What follows belongs to an exercise in optimizing a design on an open flow for small area, a short achievable clock period and few clock cycles per item; a production flow would make more cautious choices. The RTL was checked by simulation tests, not by an equivalence proof against the original design. No activity file was given, so power comes from the tool's default toggle rates.

==> design/flow/design.v <==
`timescale 1ns / 1ps
`default_nettype none
package sli_pkg;
   localparam int FUNC_W   = 2;
   localparam int ITEM_W   = 32;
   localparam int STATUS_W = 2;
   localparam int POS_W    = 5;
   localparam int CNT_W    = 6;
   typedef enum logic [FUNC_W-1:0] {
      FUNC_INSERT = 2'd0,
      FUNC_REMOVE = 2'd1,
      FUNC_CLEAR  = 2'd2
   } func_type;
   typedef enum logic [STATUS_W-1:0] {
      STATUS_DONE      = 2'd0,
      STATUS_FULL      = 2'd1,
      STATUS_NOT_FOUND = 2'd2
   } status_type;
endpackage
`default_nettype wire
`timescale 1ns / 1ps
`default_nettype none
module sli_enc #(
   parameter int WIDTH = 8
) (
   input  wire  [WIDTH-1:0]              hit,
   output logic [$clog2(WIDTH+1)-1:0]    count
);
   localparam int CW = $clog2(WIDTH + 1);
   if (WIDTH == 1) begin : g_leaf
      assign count = hit;
   end else begin : g_node
      localparam int LW = WIDTH / 2;
      localparam int RW = WIDTH - LW;
      logic [$clog2(LW+1)-1:0] lo;
      logic [$clog2(RW+1)-1:0] hi;
      sli_enc #(.WIDTH(LW)) u_lo (.hit(hit[LW-1:0]),     .count(lo));
      sli_enc #(.WIDTH(RW)) u_hi (.hit(hit[WIDTH-1:LW]), .count(hi));
      assign count = CW'(lo) + CW'(hi);
   end
endmodule
`default_nettype wire
`timescale 1ns / 1ps
`default_nettype none
module sli_cell #(
   parameter int VALUE_WIDTH = 32
) (
   input  wire                    clock,
   input  wire                    reset,
   input  wire  [VALUE_WIDTH-1:0] nxt_item,   
   input  wire                    load,       
   input  wire                    set,        
   input  wire                    kill,       
   output logic                   valid,
   output logic                   staged,
   output logic                   lt,
   output logic                   eq
);
   localparam int HW = VALUE_WIDTH / 2;
   logic [VALUE_WIDTH-1:0] value_ff;
   logic                   valid_ff;
   logic                   staged_ff;
   logic [1:0]             lt_ff;
   logic [1:0]             eq_ff;
   logic [1:0]             c_lt;
   logic [1:0]             c_eq;
   logic                   keep;
   assign valid  = valid_ff;
   assign staged = staged_ff;
   assign lt     = lt_ff[1] || (eq_ff[1] && lt_ff[0]);
   assign eq     = eq_ff[1] && eq_ff[0];
   assign c_lt[1] = $signed(value_ff[VALUE_WIDTH-1:HW]) < $signed(nxt_item[VALUE_WIDTH-1:HW]);
   assign c_eq[1] = (value_ff[VALUE_WIDTH-1:HW] == nxt_item[VALUE_WIDTH-1:HW]);
   assign c_lt[0] = (value_ff[HW-1:0] < nxt_item[HW-1:0]);
   assign c_eq[0] = (value_ff[HW-1:0] == nxt_item[HW-1:0]);
   assign keep    = !kill && (valid_ff || set);
   always_ff @(posedge clock) begin
      if (load) begin
         value_ff <= nxt_item;
      end
   end
   always_ff @(posedge clock) begin
      if (reset || kill) begin
         valid_ff <= 1'b0;
      end else if (set) begin
         valid_ff <= 1'b1;
      end
   end
   always_ff @(posedge clock) begin
      staged_ff <= load;
   end
   always_ff @(posedge clock) begin
      lt_ff[1] <= keep && c_lt[1];
      eq_ff[1] <= keep && c_eq[1];
      lt_ff[0] <= c_lt[0];
      eq_ff[0] <= c_eq[0];
   end
endmodule
`default_nettype wire
`timescale 1ns / 1ps
`default_nettype none
module sorted_list_insert_remove #(
   parameter int CAPACITY    = 32,
   parameter int VALUE_WIDTH = 32
) (
   input  wire                                clock,
   input  wire                                reset,
   input  wire                                req_valid,
   output logic                               req_ready,
   input  wire  [sli_pkg::FUNC_W-1:0]         req_func,
   input  wire  signed [sli_pkg::ITEM_W-1:0]  req_item_value,
   output logic                               rsp_valid,
   input  wire                                rsp_ready,
   output logic [sli_pkg::STATUS_W-1:0]       rsp_status,
   output logic [sli_pkg::POS_W-1:0]          rsp_position,
   output logic [sli_pkg::CNT_W-1:0]          rsp_comparisons,
   output logic [sli_pkg::CNT_W-1:0]          rsp_moves,
   output logic [sli_pkg::CNT_W-1:0]          rsp_entry_count,
   output logic                               rsp_is_empty,
   output logic                               rsp_is_full
);
   localparam int SLOTS  = CAPACITY + 1;                   
   localparam int NUM_W  = $clog2(CAPACITY + 1);           
   localparam int GROUPS = 8;
   localparam int GW     = CAPACITY / GROUPS;              
   localparam int GC_W   = $clog2(GW + 2);                 
   localparam int PC_W   = $clog2(2 * GW + 2);             
   localparam int QC_W   = $clog2(4 * GW + 2);             
   localparam int CTL_W  = sli_pkg::STATUS_W + 2 + NUM_W;  
   localparam int WORD_W = sli_pkg::STATUS_W + sli_pkg::POS_W + 3 * sli_pkg::CNT_W + 2;
   localparam int POST   = 6;                              
   localparam int QD     = 3;                              
   function automatic logic [SLOTS-1:0] prefix_or(input logic [SLOTS-1:0] x);
      logic [SLOTS-1:0] p;
      p = x;
      for (int d = 1; d < SLOTS; d = d * 2) begin
         for (int i = SLOTS - 1; i >= 0; i--) begin
            if ((i / d) % 2 == 1) begin
               p[i] = p[i] | p[(i / d) * d - 1];
            end
         end
      end
      prefix_or = {p[SLOTS-2:0], 1'b0};
   endfunction
   logic                        ready_ff;
   logic                        in_vld_ff;
   logic [sli_pkg::FUNC_W-1:0]  in_func_ff;
   logic [VALUE_WIDTH-1:0]      in_item_ff;
   logic [VALUE_WIDTH-1:0]      in_item_n_ff;
   logic [VALUE_WIDTH-1:0]      nxt_item [2];
   logic [SLOTS-1:0]            taken;
   logic [SLOTS-1:0]            load_sel;
   logic                        ex_vld_ff;
   logic [sli_pkg::FUNC_W-1:0]  ex_func_ff;
   logic                        ex_ins_ff;
   logic                        adv;
   logic                        fire;
   logic                        full;
   logic                        f_ins;
   logic                        f_rem;
   logic                        f_clr;
   logic                        found;
   logic                        ins_ok;
   logic [SLOTS-1:0]            slot_valid;
   logic [SLOTS-1:0]            slot_staged;
   logic [SLOTS-1:0]            slot_lt;
   logic [SLOTS-1:0]            slot_eq;
   logic [SLOTS-1:0]            rem_sel;
   logic [NUM_W-1:0]            count_ff;
   logic [NUM_W-1:0]            count_in;
   logic [CTL_W-1:0]            ex_ctl;
   logic [GC_W-1:0]             g_cnt [GROUPS];
   logic                        r1_vld_ff, r2_vld_ff, r3_vld_ff;
   logic                        r1_hold, r2_hold, r3_hold;
   logic [CTL_W-1:0]            r1_ctl_ff, r2_ctl_ff, r3_ctl_ff;
   logic [GC_W-1:0]             r1_g_ff [GROUPS];
   logic [PC_W-1:0]             r2_p_ff [GROUPS/2];
   logic [QC_W-1:0]             r3_lo_ff, r3_hi_ff;
   logic [NUM_W-1:0]            r3_rest_ff;
   logic [sli_pkg::STATUS_W-1:0] w_status;
   logic                        w_posen;
   logic                        w_ins;
   logic [NUM_W-1:0]            w_count;
   logic [NUM_W-1:0]            rank;
   logic [NUM_W-1:0]            shift;
   logic [NUM_W-1:0]            p0_n;
   logic [NUM_W-1:0]            p1_n;
   logic [NUM_W-1:0]            hi_n;
   logic [sli_pkg::POS_W-1:0]   pos;
   logic [WORD_W-1:0]           word;
   logic [POST-1:0]             post_ff;       
   logic [POST-1:0]             post_in;
   logic                        take;
   logic                        push;
   logic                        q_full;
   logic [QD-1:0]               q_vld_ff;
   logic [WORD_W-1:0]           q_word_ff [QD];
   logic                        in_vld_in;
   logic                        ex_vld_in;
   logic                        space_in;
   assign full  = count_ff[NUM_W-1];
   assign fire  = ex_vld_ff;
   assign adv   = in_vld_ff && !post_ff[POST-1];
   assign f_ins = (ex_func_ff == sli_pkg::FUNC_INSERT);
   assign f_rem = (ex_func_ff == sli_pkg::FUNC_REMOVE);
   assign f_clr = (ex_func_ff == sli_pkg::FUNC_CLEAR);
   assign ins_ok = ex_vld_ff && f_ins && !full;
   assign take  = q_vld_ff[0] && rsp_ready;
   assign req_ready = ready_ff;
   assign post_in   = (adv && !take) ? {post_ff[POST-2:0], 1'b1} :
                      (take && !adv) ? {1'b0, post_ff[POST-1:1]} : post_ff;
   assign space_in  = !post_in[POST-1];
   assign in_vld_in = ready_ff ? req_valid : (in_vld_ff && !adv);
   assign ex_vld_in = adv;
   always_ff @(posedge clock) begin
      if (reset) begin
         ready_ff  <= 1'b1;
         in_vld_ff <= 1'b0;
         ex_vld_ff <= 1'b0;
         post_ff   <= '0;
      end else begin
         ready_ff  <= !in_vld_in || space_in;
         in_vld_ff <= in_vld_in;
         ex_vld_ff <= ex_vld_in;
         post_ff   <= post_in;
      end
   end
   always_ff @(posedge clock) begin
      if (ready_ff) begin
         in_func_ff   <= req_func;
         in_item_ff   <= VALUE_WIDTH'(req_item_value);
         in_item_n_ff <= ~req_item_value;
      end
      ex_func_ff <= in_func_ff;
      ex_ins_ff  <= (in_func_ff == sli_pkg::FUNC_INSERT);
   end
   assign nxt_item[0] = in_item_ff;
   assign nxt_item[1] = ~in_item_n_ff;
   assign taken    = slot_valid | (slot_staged & {SLOTS{ex_ins_ff}});
   assign load_sel = ~taken & ~prefix_or(~taken);
   assign rem_sel  = slot_eq & ~prefix_or(slot_eq);
   assign found    = |slot_eq;
   for (genvar i = 0; i < SLOTS; i++) begin : g_slot
      sli_cell #(
         .VALUE_WIDTH(VALUE_WIDTH)
      ) u_cell (
         .clock    (clock),
         .reset    (reset),
         .nxt_item (nxt_item[(2 * i) / SLOTS]),
         .load     (load_sel[i]),
         .set      (ins_ok && slot_staged[i]),
         .kill     ((fire && f_clr) || (fire && f_rem && rem_sel[i])),
         .valid    (slot_valid[i]),
         .staged   (slot_staged[i]),
         .lt       (slot_lt[i]),
         .eq       (slot_eq[i])
      );
   end
   always_comb begin
      count_in = count_ff;
      if (fire && f_clr) begin
         count_in = '0;
      end else if (ins_ok) begin
         count_in = count_ff + NUM_W'(1);
      end else if (fire && f_rem && found) begin
         count_in = count_ff - NUM_W'(1);
      end
   end
   always_ff @(posedge clock) begin
      if (reset) begin
         count_ff <= '0;
      end else begin
         count_ff <= count_in;
      end
   end
   assign ex_ctl = {(f_ins && full)  ? sli_pkg::STATUS_FULL :
                    (f_rem && !found) ? sli_pkg::STATUS_NOT_FOUND : sli_pkg::STATUS_DONE,
                    f_ins ? !full : (f_rem && found),
                    f_ins && !full,
                    count_in};
   for (genvar g = 0; g < GROUPS; g++) begin : g_grp
      localparam int W = (g == GROUPS - 1) ? SLOTS - g * GW : GW;
      logic [$clog2(W+1)-1:0] cnt;
      sli_enc #(
         .WIDTH(W)
      ) u_cnt (
         .hit   (slot_lt[g*GW +: W]),
         .count (cnt)
      );
      assign g_cnt[g] = GC_W'(cnt);
   end
   assign q_full  = q_vld_ff[QD-1];
   assign r3_hold = r3_vld_ff && q_full && !rsp_ready;
   assign r2_hold = r2_vld_ff && r3_hold;
   assign r1_hold = r1_vld_ff && r2_hold;
   assign push    = r3_vld_ff && !r3_hold;
   always_ff @(posedge clock) begin
      if (reset) begin
         r1_vld_ff <= 1'b0;
         r2_vld_ff <= 1'b0;
         r3_vld_ff <= 1'b0;
      end else begin
         if (!r1_hold) r1_vld_ff <= fire;
         if (!r2_hold) r2_vld_ff <= r1_vld_ff;
         if (!r3_hold) r3_vld_ff <= r2_vld_ff;
      end
   end
   always_ff @(posedge clock) begin
      if (!r1_hold) begin
         for (int g = 0; g < GROUPS; g++) begin
            r1_g_ff[g] <= g_cnt[g];
         end
         r1_ctl_ff <= ex_ctl;
      end
      if (!r2_hold) begin
         for (int g = 0; g < GROUPS / 2; g++) begin
            r2_p_ff[g] <= PC_W'(r1_g_ff[2*g]) + PC_W'(r1_g_ff[2*g+1]);
         end
         r2_ctl_ff <= r1_ctl_ff;
      end
      if (!r3_hold) begin
         r3_lo_ff  <= QC_W'(r2_p_ff[0]) + QC_W'(r2_p_ff[1]);
         r3_rest_ff <= r2_ctl_ff[NUM_W-1:0] + p0_n + p1_n + NUM_W'(1);
         r3_hi_ff  <= QC_W'(r2_p_ff[2]) + QC_W'(r2_p_ff[3]);
         r3_ctl_ff <= r2_ctl_ff;
      end
   end
   assign p0_n  = ~{{(NUM_W-PC_W){1'b0}}, r2_p_ff[0]};
   assign p1_n  = ~{{(NUM_W-PC_W){1'b0}}, r2_p_ff[1]};
   assign {w_status, w_posen, w_ins, w_count} = r3_ctl_ff;
   assign rank  = NUM_W'(r3_lo_ff) + NUM_W'(r3_hi_ff);
   assign hi_n  = ~{{(NUM_W-QC_W){1'b0}}, r3_hi_ff};
   assign shift = r3_rest_ff + hi_n + NUM_W'(1);
   assign pos   = w_posen ? sli_pkg::POS_W'(rank) : '0;
   assign word  = {w_status,
                   pos,
                   w_ins ? sli_pkg::CNT_W'(rank) : sli_pkg::CNT_W'(0),
                   w_ins ? sli_pkg::CNT_W'(shift) : sli_pkg::CNT_W'(0),
                   sli_pkg::CNT_W'(w_count),
                   w_count == '0,
                   w_count == NUM_W'(CAPACITY)};
   always_ff @(posedge clock) begin
      if (reset) begin
         q_vld_ff <= '0;
      end else begin
         for (int k = 0; k < QD; k++) begin
            logic stay;
            logic here;
            stay = take ? ((k + 1 < QD) && q_vld_ff[(k + 1) % QD]) : q_vld_ff[k];
            here = (k == 0) || (take ? q_vld_ff[k] : q_vld_ff[(k + QD - 1) % QD]);
            q_vld_ff[k] <= stay || (push && here);
         end
      end
   end
   always_ff @(posedge clock) begin
      for (int k = 0; k < QD; k++) begin
         if (take) begin
            q_word_ff[k] <= ((k + 1 < QD) && q_vld_ff[(k + 1) % QD]) ? q_word_ff[(k + 1) % QD] : word;
         end else if (!q_vld_ff[k]) begin
            q_word_ff[k] <= word;
         end
      end
   end
   assign rsp_valid = q_vld_ff[0];
   assign {rsp_status, rsp_position, rsp_comparisons, rsp_moves,
           rsp_entry_count, rsp_is_empty, rsp_is_full} = q_word_ff[0];
endmodule
`default_nettype wire
==> design/flow/flow/run.sh <==
#!/bin/bash
# Own layout flow: the standard layout (standard.sh, with its synthesis unchanged) with two
# resizer settings changed:
#  - the ports are buffered with buf_4 instead of the buffer buffer_ports picks by itself
#  - timing repair may swap a cell for one with a different footprint (MATCH_CELL_FOOTPRINT=0)
# make's full output goes to flow_make.log; ORFS keeps each step's log under orfs/logs/.
set -euo pipefail
bash standard.sh finish MATCH_CELL_FOOTPRINT=0 \
   "BUFFER_PORTS_ARGS=-buffer_cell sky130_fd_sc_hd__buf_4" > flow_make.log 2>&1
==> design/flow/standard.sh <==
#!/bin/bash
# synth_recipe.tcl (not shown) runs the flow's synth.tcl, then flattens the netlist and writes it again
# the make line also repeats each setting of config.mk as NAME=value (left out here)
make -C /OpenROAD-flow-scripts/flow DESIGN_CONFIG=/design/flow/config.mk WORK_HOME=/design/flow/orfs CLKGATE_MAP_FILE= SYNTH_SCRIPT=/design/flow/synth_recipe.tcl "${@:-finish}"
==> design/flow/config.mk <==
export PLATFORM = sky130hd
export DESIGN_NAME = sorted_list_insert_remove
export DESIGN_NICKNAME = sorted_list_insert_remove
export VERILOG_FILES = /design/flow/design.v
export SDC_FILE = /design/flow/constraint.sdc
export NUM_CORES = 4
export LEC_CHECK = 0
export CAP_MARGIN = 20
export CORE_MARGIN = 2
export CORE_UTILIZATION = 55
export CTS_CLUSTER_DIAMETER = 150
export CTS_CLUSTER_SIZE = 30
export SETUP_SLACK_MARGIN = 2.8
export SLEW_MARGIN = 20
==> design/flow/constraint.sdc <==
create_clock -name core_clock -period 5.5 [get_ports {clock}]
set_input_delay 1.1000 -clock core_clock [delete_from_list [all_inputs] [get_ports {clock}]]
set_output_delay 1.1000 -clock core_clock [all_outputs]
set_load 0.01 [all_outputs]
==> results.json, run 1 <==
{
  "synthArstFlopShare": 0,
  "hold_violations": 0,
  "syn_to_final_growth_pct": 10.7,
  "multi_input_area_sq_um": 29300,
  "synth_fp_nets": 6529,
  "port_buffers": 66,
  "yosys-top-cells-area": "edfxtp_1 51%, ha_1 19%, dfxtp_1 7.6%",
  "cts.clk_slew.worst_paths_ns": 0.12,
  "fin_tns_setup_ns": 0,
  "clock-root-buffer": "clkbuf_16",
  "netlist_area_sq_um": 72500,
  "ant_nets": 0,
  "synth_top_area_frac": 0.511,
  "syn_inst": 5359,
  "use_met1": 0.367,
  "grt_use_met3": 0.0251,
  "diodes": 0,
  "io_pins": 67,
  "cp-start-kind": "register",
  "final_nets": 6884,
  "die_h_um": 367,
  "tritoncts": "yes",
  "place_congestion": 0.880,
  "skew_ns": 0.0329,
  "seq_area_frac_synth": 0.588,
  "synth_area_per_cell_sq_um": 13.5,
  "track_usage": 0.277,
  "wl_um": 191000,
  "critPathArrivalTime_ns": 3.26,
  "drive_above_1_share": 0.104,
  "ctsHoldBuffers": 0,
  "hp-start": "in_func_ff[1]",
  "numCtsBuffers": 56,
  "drt_first_pass_iters": 6,
  "grt_max_degree": 45,
  "crit_type": "register to register",
  "yosysMostFrequentCell": "edfxtp_1",
  "peakVddDrop_v": 0.000324,
  "maxSlewViolCount": 0,
  "drcViolationCount": 0,
  "setup_viol": 0,
  "viasPerCell": 6.01,
  "dr_total_vias": 45200,
  "p_leak_uw": 0.0325,
  "fillCellCount": 10300,
  "outcome": "finished clean",
  "wire_per_inst_um": 25.4,
  "period_needed_ns": 2.82,
  "powerDensity_nw_per_um2": 247,
  "ys_ff_latch": 1511,
  "rsz0062_at_grt": "yes",
  "finish.utilization": 0.612,
  "fin_crit_sh": 0.513,
  "r2r-start": "ex_ins_ff",
  "tightest_slew_ns": 1.06,
  "fp.dieW_um": 367,
  "core_sq_um": 131000,
  "drt_iter0_drc": 3335,
  "grt_overflow": 0,
  "grt_pass1_wl_um": 279000,
  "synth_common_cells": "1235 x edfxtp_1, 1111 x ha_1, 320 x a21oi_1",
  "slew_headroom": 0.284,
  "ys_types": 77,
  "cp-end-kind": "register",
  "hold_class": "register to register",
  "hpwlAfterDp_um": 126000,
  "crit_start": "ex_ins_ff",
  "regArea_sq_um": 42600,
  "grtUsageMet2": 0.483,
  "yosysTopAreaCell": "edfxtp_1",
  "fmax_ghz": 0.354,
  "num_rows": 133,
  "cts_num_sinks": 1511,
  "clk_latency_ns": 0.74,
  "yosysWarnings": 12,
  "grt.busiest_layer": "met2",
  "die_area_sq_um": 135000,
  "clockBufferDepth": 3,
  "crit_fanout": 16,
  "initial_utilization": 0.553,
  "cts.htree.levels": 2,
  "required_ns": 5.94,
  "grt_pass1_vias": 44400,
  "drv_cap": 0,
  "synth_ff_type": "edfxtp_1",
  "synth_edf_count": 1235,
  "antenna_found_initial": 2
}
-- cell families (layout without fill, tap and decap cells) --
| group | Yosys count | in the layout | share of synthesized area |
|---|---|---|---|
| AO/OA/AOI/OAI | 1192 | 1192 | 0.107 |
| XOR/XNOR | 17 | 17 | 0.00205 |
| adder cells (fa/ha/maj) | 1132 | 1132 | 0.197 |
| buffers and inverters | 337 | 739 | 0.0179 |
| flip-flops | 1511 | 1511 | 0.588 |
| multiplexers | 29 | 29 | 0.00445 |
| AND/OR/NAND/NOR | 1141 | 1142 | 0.0833 |
-- state kept, by name, summed over array words and instances (netlist names), 2 cells and up --
signal / cells
g_slot.u_cell.value_ff: 1056
g_slot.u_cell.lt_ff: 66
in_func_ff: 2
r3_rest_ff: 6
r1_g_ff: 24
r1_ctl_ff: 10
r2_ctl_ff: 10
r3_hi_ff: 5
in_item_n_ff: 32
r3_lo_ff: 5
post_ff: 6
ex_func_ff: 2
g_slot.u_cell.valid_ff: 33
q_word_ff: 81
r2_p_ff: 16
count_ff: 6
r3_ctl_ff: 10
q_vld_ff: 3
g_slot.u_cell.staged_ff: 33
in_item_ff: 32
g_slot.u_cell.eq_ff: 66
-- stage by stage --
stage / instances / power [uW] / setup WS (ns) / cell area (sq um) / hold slack (ns)
4_1_cts: 7464 / 19900 / 2.72 / 79400 / 0.355
2_1_floorplan: 5359 / 13800 / 2.11 / 72800 / 0.349
3_5_place_dp: 7246 / 14500 / 1.32 / 76200 / 0.356
3_3_place_gp: 7246 / 14400 / 1.37 / 76200 / 0.366
6_report: 7517 / 19800 / 2.68 / 80300 / 0.372
5_1_grt: 7517 / 20500 / 2.61 / 80300 / 0.391
-- critical path, stage by stage, from the launching register on --
cell	delay (ns)
dfxtp_4	0.46
buf_4	0.22
a21oi_1	0.07
nor2_2	0.20
and3_4	0.27
nor4b_4	0.21
buf_6	0.16
nand2_1	0.10
a2111oi_4	0.38
buf_4	0.24
buf_12	0.19
-- repair_timing --
item	in CTS	in global routing
resized for setup	104	105
setup endpoints to repair	1057	517
pin swaps	18	28
setup buffers	108	41
gates cloned	4	11
-- power breakdown --
group	total [uW]	switching (uW)	internal, uW	leakage, uW
clock	5490	3480	2010	0.000776
sequential	12600	93.1	12500	0.0138
combinational	1760	1090	674	0.0179
-- routing by layer --
metal  part of all wire  wire length [um]
met1               0.43             81800
met2               0.49             94300
met3              0.041              7770
met4              0.038              7200
met5                  0                 0
-- cell type report --
type                       instances  share of cell area
clock inverter                     3            0.000467
inverter                         286              0.0143
clock buffer                     103              0.0199
multi-input combinational       3512               0.365
tap                             1755              0.0273
sequential                      1511               0.531
timing repair buffer             347              0.0418
-- worst paths after layout --
check | to | slack (ns) | cells past startpoint
min | ex_func_ff[1] | 0.37 | 0
min reg2reg | ex_func_ff[1] | 0.37 | 0
max reg2reg | g_slot[25].u_cell.value_ff[21] | 2.68 | 10
max | g_slot[25].u_cell.value_ff[21] | 2.68 | 10
-- cells in the final DEF, fill, tap and decap left out, drive strengths merged, types with 46 or more instances in the layout --
| master | instances |
|---|---|
| nand3 | 53 |
| o22ai | 46 |
| clkbuf | 112 |
| nor2b | 84 |
| edfxtp | 1235 |
| o21a | 145 |
| a21oi | 321 |
| nand4 | 200 |
| o21ai | 197 |
| ha | 1111 |
| nor3 | 86 |
| inv | 270 |
| a21o | 261 |
| dfxtp | 276 |
| nand2 | 248 |
| nor4 | 72 |
| nor2 | 218 |
| buf | 338 |
Testbench counts, summed over its fixed seeds: cycles 12,048, items 12,000.
==> inputs of run 2 (changes only) <==
--- a/design/flow/config.mk
+++ b/design/flow/config.mk
@@ -8,7 +8,7 @@
 export CAP_MARGIN = 20
 export CORE_MARGIN = 2
 export CORE_UTILIZATION = 55
-export CTS_CLUSTER_DIAMETER = 150
-export CTS_CLUSTER_SIZE = 30
+export CTS_CLUSTER_DIAMETER = 100
+export CTS_CLUSTER_SIZE = 25
 export SETUP_SLACK_MARGIN = 2.8
 export SLEW_MARGIN = 20
==> results.json, run 2 <==
{
  "crit_top_cell": "buf_6",
  "track_usage": 0.280,
  "tightest_slew_ns": 1.07,
  "largest_reg_flops": 1056,
  "antenna_found_initial": 6,
  "maxSlewViolCount": 0,
  "tritoncts": "yes",
  "reg_top3": "g_slot.u_cell.value_ff x1056, q_word_ff x81",
  "setup_viol": 0,
  "clockBufferDepth": 3,
  "grt_pass1_vias": 44600,
  "outcome": "finished clean",
  "cp-start-kind": "register",
  "numCtsBuffers": 70,
  "dr_total_vias": 45400,
  "skew_ns": 0.0231,
  "grt_pass1_wl_um": 280000,
  "hold_class": "register to register",
  "synth_ff_type": "edfxtp_1",
  "drive_above_1_share": 0.107,
  "synth_fp_nets": 6529,
  "ys_types": 77,
  "fmax_ghz": 0.367,
  "yosysMostFrequentCell": "edfxtp_1",
  "drcViolationCount": 0,
  "hpwlAfterDp_um": 126000,
  "ant_nets": 0,
  "synth_common_cells": "1235 x edfxtp_1, 1111 x ha_1, 320 x a21oi_1",
  "required_ns": 5.92,
  "layout_common_cells": "1235 x edfxtp_1, 1105 x ha_1, 313 x a21oi_1",
  "fin_cells": 7533,
  "cts_num_sinks": 1511,
  "fin_tns_setup_ns": 0,
  "yosysTopAreaCell": "edfxtp_1",
  "critPathArrivalTime_ns": 3.15,
  "fin_crit_sh": 0.496,
  "netlist_area_sq_um": 72500,
  "cts.htree.levels": 3,
  "peakVddDrop_v": 0.000288,
  "wl_um": 191000,
  "syn_to_final_growth_pct": 11.1,
  "core_sq_um": 131000,
  "drv_cap": 0,
  "synth_top_area_frac": 0.511,
  "clock-root-buffer": "clkbuf_16",
  "drt_iter0_drc": 3500,
  "drt_first_pass_iters": 6,
  "grt_overflow": 0,
  "crit_path_top_delay_cell": "dfxtp_4",
  "worst-path-buf-inv": 6,
  "viasPerCell": 6.03,
  "final_common_cell": "edfxtp_1",
  "synthArstFlopShare": 0,
  "rsz0062_at_grt": "yes",
  "die_area_sq_um": 135000,
  "wire_per_inst_um": 25.3,
  "syn_inst": 5359,
  "crit_fanout": 8,
  "path_delay_family": "buffers and inverters",
  "yosysWarnings": 12,
  "cp_slowest_stage_delay_ns": 0.43,
  "slew_headroom": 0.287,
  "largest-register": "g_slot.u_cell.value_ff",
  "synth_area_per_cell_sq_um": 13.5,
  "p_leak_uw": 0.0327,
  "initial_utilization": 0.553,
  "path_cells": "buf_12 -> buf_4 -> a21o_1 -> nand3_4 -> buf_6 -> nor3_4 -> nand4_1 -> buf_6 -> a2111oi_4 -> buf_6 -> clkbuf_16",
  "grt_max_degree": 45,
  "final_nets": 6894,
  "clk_latency_ns": 0.70,
  "hold_violations": 0,
  "crit_type": "register to register",
  "synth_edf_count": 1235,
  "num_rows": 133,
  "yosys-top-cells-area": "edfxtp_1 51%, ha_1 19%, dfxtp_1 7.6%",
  "dp_cells": 7246,
  "seq_area_frac_synth": 0.588,
  "period_needed_ns": 2.73,
  "place_congestion": 0.880,
  "io_pins": 67,
  "ctsHoldBuffers": 0,
  "total_power_uw": 20400,
  "fp.dieW_um": 367,
  "cts.clk_slew.worst_paths_ns": 0.10,
  "ys_ff_latch": 1511,
  "powerDensity_nw_per_um2": 254,
  "port_buffers": 66,
  "die_h_um": 367,
  "cp-end-kind": "register"
}
-- run 2: cell counts after synthesis --
No cell type changed its count.
-- run 2: worst paths after layout --
path / start / to / slack [ns] / depth (start not counted)
worst min register to register: in_func_ff[1] / ex_func_ff[1] / 0.38 / 0
worst max-delay path: ex_ins_ff / g_slot[29].u_cell.value_ff[2] / 2.77 / 11
worst min-delay path: in_func_ff[1] / ex_func_ff[1] / 0.38 / 0
worst max register to register: ex_ins_ff / g_slot[29].u_cell.value_ff[2] / 2.77 / 11
-- run 2: area by class of cell --
cell class | count | area [sq um]
diodes | 5 | 12.5
clock buffers | 118 | 2010
clock inverters | 3 | 16.3
fillers | 10300 | 50600
inverters | 286 | 1140
multi-input cells | 3512 | 29400
flip-flops and latches | 1511 | 42600
well taps | 1755 | 2200
repair buffers | 343 | 3190
-- run 2: repair_timing --
item                        CTS  global route
pin swaps                    11            28
resized for setup            99            88
setup endpoints to repair  1028           643
setup buffers               108            42
cloned                        4             6
-- run 2: kinds of logic (layout without fill, tap and decap cells) --
family          Yosys count  in the layout  share of synthesized area
compound gates         1192           1192                      0.107
xor+xnor                 17             17                    0.00205
simple gates           1141           1142                     0.0833
buf+inv                 337            750                     0.0179
other cells               0              5                          0
flops                  1511           1511                      0.588
mux                      29             29                    0.00445
fa+ha+maj              1132           1132                      0.197
-- run 2: layer usage --
layer / track usage / vias up / routed length [um]
li1: - / 21500 / -
met1: 0.368 / 22700 / 82300
met2: 0.484 / 966 / 93700
met3: 0.0245 / 296 / 7110
met4: 0.102 / 4 / 7470
met5: 0 / - / 35
-- run 2: power breakdown --
group	total [uW]	leakage (uW)	internal, uW	switching, uW
Combinational	1770	0.0178	678	1090
Clock	6090	0.000970	2530	3560
Sequential	12600	0.0138	12500	93.7
-- run 2: per-stage QoR --
| step | util | hold slack, ns | setup WS (ns) | instance area (sq um) |
|---|---|---|---|---|
| 2_1_floorplan | - | 0.349 | 2.11 | 72800 |
| 3_3_place_gp | 0.581 | 0.366 | 1.37 | 76200 |
| 3_5_place_dp | 0.581 | 0.356 | 1.32 | 76200 |
| 4_1_cts | 0.608 | 0.383 | 2.75 | 79700 |
| 5_1_grt | 0.614 | 0.407 | 2.73 | 80600 |
| 6_report | 0.614 | 0.380 | 2.77 | 80600 |
==> inputs of run 3 (changes only) <==
--- a/design/flow/config.mk
+++ b/design/flow/config.mk
@@ -7,8 +7,8 @@
 export LEC_CHECK = 0
 export CAP_MARGIN = 20
 export CORE_MARGIN = 2
-export CORE_UTILIZATION = 55
-export CTS_CLUSTER_DIAMETER = 100
+export CORE_UTILIZATION = 50
+export CTS_CLUSTER_DIAMETER = 150
 export CTS_CLUSTER_SIZE = 25
 export SETUP_SLACK_MARGIN = 2.8
 export SLEW_MARGIN = 20
==> results.json, run 3 <==
{
  "clk_latency_ns": 0.72,
  "numCtsBuffers": 70,
  "syn_inst": 5359,
  "synth_top_area_frac": 0.511,
  "peakVddDrop_v": 0.000231,
  "track_usage": 0.262,
  "hold_violations": 0,
  "synth_common_cells": "1235 x edfxtp_1, 1111 x ha_1, 320 x a21oi_1",
  "die_h_um": 385,
  "grt_overflow": 0,
  "skew_ns": 0.0369,
  "layout_common_cells": "1235 x edfxtp_1, 1109 x ha_1, 312 x a21oi_1",
  "yosysTopAreaCell": "edfxtp_1",
  "total_power_uw": 20600,
  "clockBufferDepth": 3,
  "largest_reg_flops": 1056,
  "ys_types": 77,
  "yosys-top-cells-area": "edfxtp_1 51%, ha_1 19%, dfxtp_1 7.6%",
  "crit_start": "ex_ins_ff",
  "period_needed_ns": 2.66,
  "initial_utilization": 0.504,
  "p_switching_uw": 4830,
  "netlist_area_sq_um": 72500,
  "comb_power_share": 0.087,
  "io_pins": 67,
  "outcome": "finished clean",
  "r2r-start": "ex_ins_ff",
  "wire_per_inst_um": 25.4,
  "port_buffers": 66,
  "fin_tns_setup_ns": 0,
  "antenna_found_initial": 3,
  "p_leak_uw": 0.0328,
  "cp-end-kind": "register",
  "final_nets": 6918,
  "cts_num_sinks": 1511,
  "crit_type": "register to register",
  "final_area_sq_um": 81000,
  "ys_ff_latch": 1511,
  "drt_first_pass_iters": 6,
  "ant_nets": 0,
  "drive_above_1_share": 0.111,
  "hold_class": "register to register",
  "syn_to_final_growth_pct": 11.7,
  "die_area_sq_um": 148000,
  "final_common_cell": "edfxtp_1",
  "hpwlAfterDp_um": 127000,
  "ctsHoldBuffers": 0,
  "dp_slack_ns": 1.85,
  "slew_headroom": 0.247,
  "powerDensity_nw_per_um2": 254,
  "intPower_uw": 15700,
  "dr_total_vias": 45600,
  "fin_crit_sh": 0.484,
  "crit_fanout": 8,
  "yosysWarnings": 12,
  "setup_slack_ns": 2.84,
  "synth_area_per_cell_sq_um": 13.5,
  "synth_edf_count": 1235,
  "power.share.clock": 0.301,
  "grt_max_degree": 45,
  "place_congestion": 0.879,
  "core_sq_um": 144000,
  "regToRegSetupSlack_ns": 2.84,
  "rsz0062_at_grt": "yes",
  "synth_ff_type": "edfxtp_1",
  "required_ns": 5.91,
  "placement.cell_area_sq_um": 76300,
  "yosysMostFrequentCell": "edfxtp_1",
  "critPathArrivalTime_ns": 3.08,
  "cp-start-kind": "register",
  "synthArstFlopShare": 0,
  "finish.utilization": 0.563,
  "tightest_slew_ns": 1.13,
  "drv_cap": 0,
  "seq_area_frac_synth": 0.588,
  "fmax_ghz": 0.376,
  "synth_fp_nets": 6529,
  "maxSlewViolCount": 0,
  "cts.clk_slew.worst_paths_ns": 0.10,
  "viasPerCell": 5.92,
  "drcViolationCount": 0,
  "reg_top3": "g_slot.u_cell.value_ff x1056, q_word_ff x81",
  "hp-start": "in_func_ff[1]",
  "cts.htree.levels": 3,
  "num_rows": 139,
  "swShare": 0.235,
  "grt_pass1_vias": 44900,
  "tritoncts": "yes",
  "drt_iter0_drc": 3629,
  "setup_viol": 0,
  "largest-register": "g_slot.u_cell.value_ff",
  "wl_um": 196000,
  "grt_pass1_wl_um": 286000,
  "clock-root-buffer": "clkbuf_16",
  "p_seq_frac": 0.612,
  "fp.dieW_um": 385
}
## run 3: cell counts after synthesis
No cell type changed its count.
## run 3: stage by stage
| stage | cells | hold slack, ns |
|---|---|---|
| final | 7708 | 0.380 |
| after floorplan | 5359 | 0.349 |
| after global placement | 7384 | 0.362 |
| after global routing | 7708 | 0.388 |
| after detailed placement | 7384 | 0.356 |
| after CTS | 7644 | 0.379 |
## run 3: critical path, cell delays in order (launching register included)
cell       delay (ns)
dfxtp_4          0.45
buf_12           0.15
buf_8            0.12
a21oi_2          0.04
nor2_1           0.13
nand3_2          0.20
nor4b_4          0.29
buf_4            0.19
nand2_4          0.06
a2111oi_4        0.34
buf_6            0.20
clkbuf_16        0.17
## run 3: final timing paths
check        cells after the start                             end
max                             11  g_slot[27].u_cell.value_ff[14]
min                              0                   ex_func_ff[1]
max reg2reg                     11  g_slot[27].u_cell.value_ff[14]
min reg2reg                      0                   ex_func_ff[1]
## run 3: cell families (layout without fill, tap and decap cells)
logic type / after synthesis / after routing / synth area share
xor gates and xnor gates: 17 / 17 / 0.00205
and+or+nand+nor: 1141 / 1143 / 0.0833
other: 0 / 1 / 0
adders and majority gates: 1132 / 1132 / 0.197
DFF: 1511 / 1511 / 0.588
AOI/OAI and AO/OA: 1192 / 1192 / 0.107
buffers and inverters: 337 / 780 / 0.0179
muxes: 29 / 29 / 0.00445
## run 3: power by group through the flow
stage | Sequential [uW] | Clock [uW] | Combinational [uW]
finish | 12600 | 6180 | 1780
global route | 12600 | 6680 | 1980
CTS | 12600 | 6330 | 1720
detailed placement | 12900 | 0 | 1590
global placement | 12900 | 0 | 1560
floorplan | 12900 | 0 | 906
## run 3: final cells by class
cell class | instances | area (sq um)
multi-input cells | 3513 | 29300
repair buffers | 366 | 3470
flip-flops and latches | 1511 | 42600
clock inverters | 5 | 51.3
well taps | 1903 | 2380
clock buffers | 123 | 2010
inverters | 286 | 1190
fillers | 11700 | 62800
diodes | 1 | 2.50
## run 3: layer usage
layer / vias up / track usage / part of all wire
li1: 21500 / - / -
met2: 989 / 0.449 / 0.49
met5: - / 0 / 0.000066
met3: 234 / 0.0250 / 0.041
met1: 22900 / 0.356 / 0.44
met4: 2 / 0.0698 / 0.029
## run 3: repair_timing
action	in CTS	in global routing
pin swaps	8	17
cloned	4	14
setup buffers	128	47
resized for setup	82	104
setup endpoints to repair	926	441

[re-timing with driven ports]
In the flow no input, the clock included, has a driving cell. The finished layouts below were timed again as built, in two steps. Step 1: set_driving_cell puts a clkbuf_16 on clock and a buf_2 on each other input, an assumption about the parent block. Step 2 adds t to the input delays and takes it off the output delays; t is the mean of the earliest and latest rising clock arrival at the registers after step 1. Input paths then give back, and output paths get back, about the clock's delay inside the block. a / b / c = no drivers / after step 1 / after step 2; a / b = the first two.
| run | shift t [ns] | setup WS [ns] | worst register clock-pin slew, ns | worst slew at a driven data input, ns | cell pins on the clock port's net |
|---|---|---|---|---|---|
| run 1 | 0.801 | 2.679 / 2.679 / 2.437 | 0.12 / 0.12 | 0.08 | 1 |
| run 2 | 0.776 | 2.773 / 2.773 / 2.470 | 0.11 / 0.11 | 0.07 | 1 |
| run 3 | 0.784 | 2.838 / 2.838 / 2.175 | 0.11 / 0.11 | 0.05 | 1 |
After both steps setup and hold are still met in every run listed. The setup slack of run 3, which loses most, moves by 0.000 ns with the drivers and by -0.663 ns with both steps.
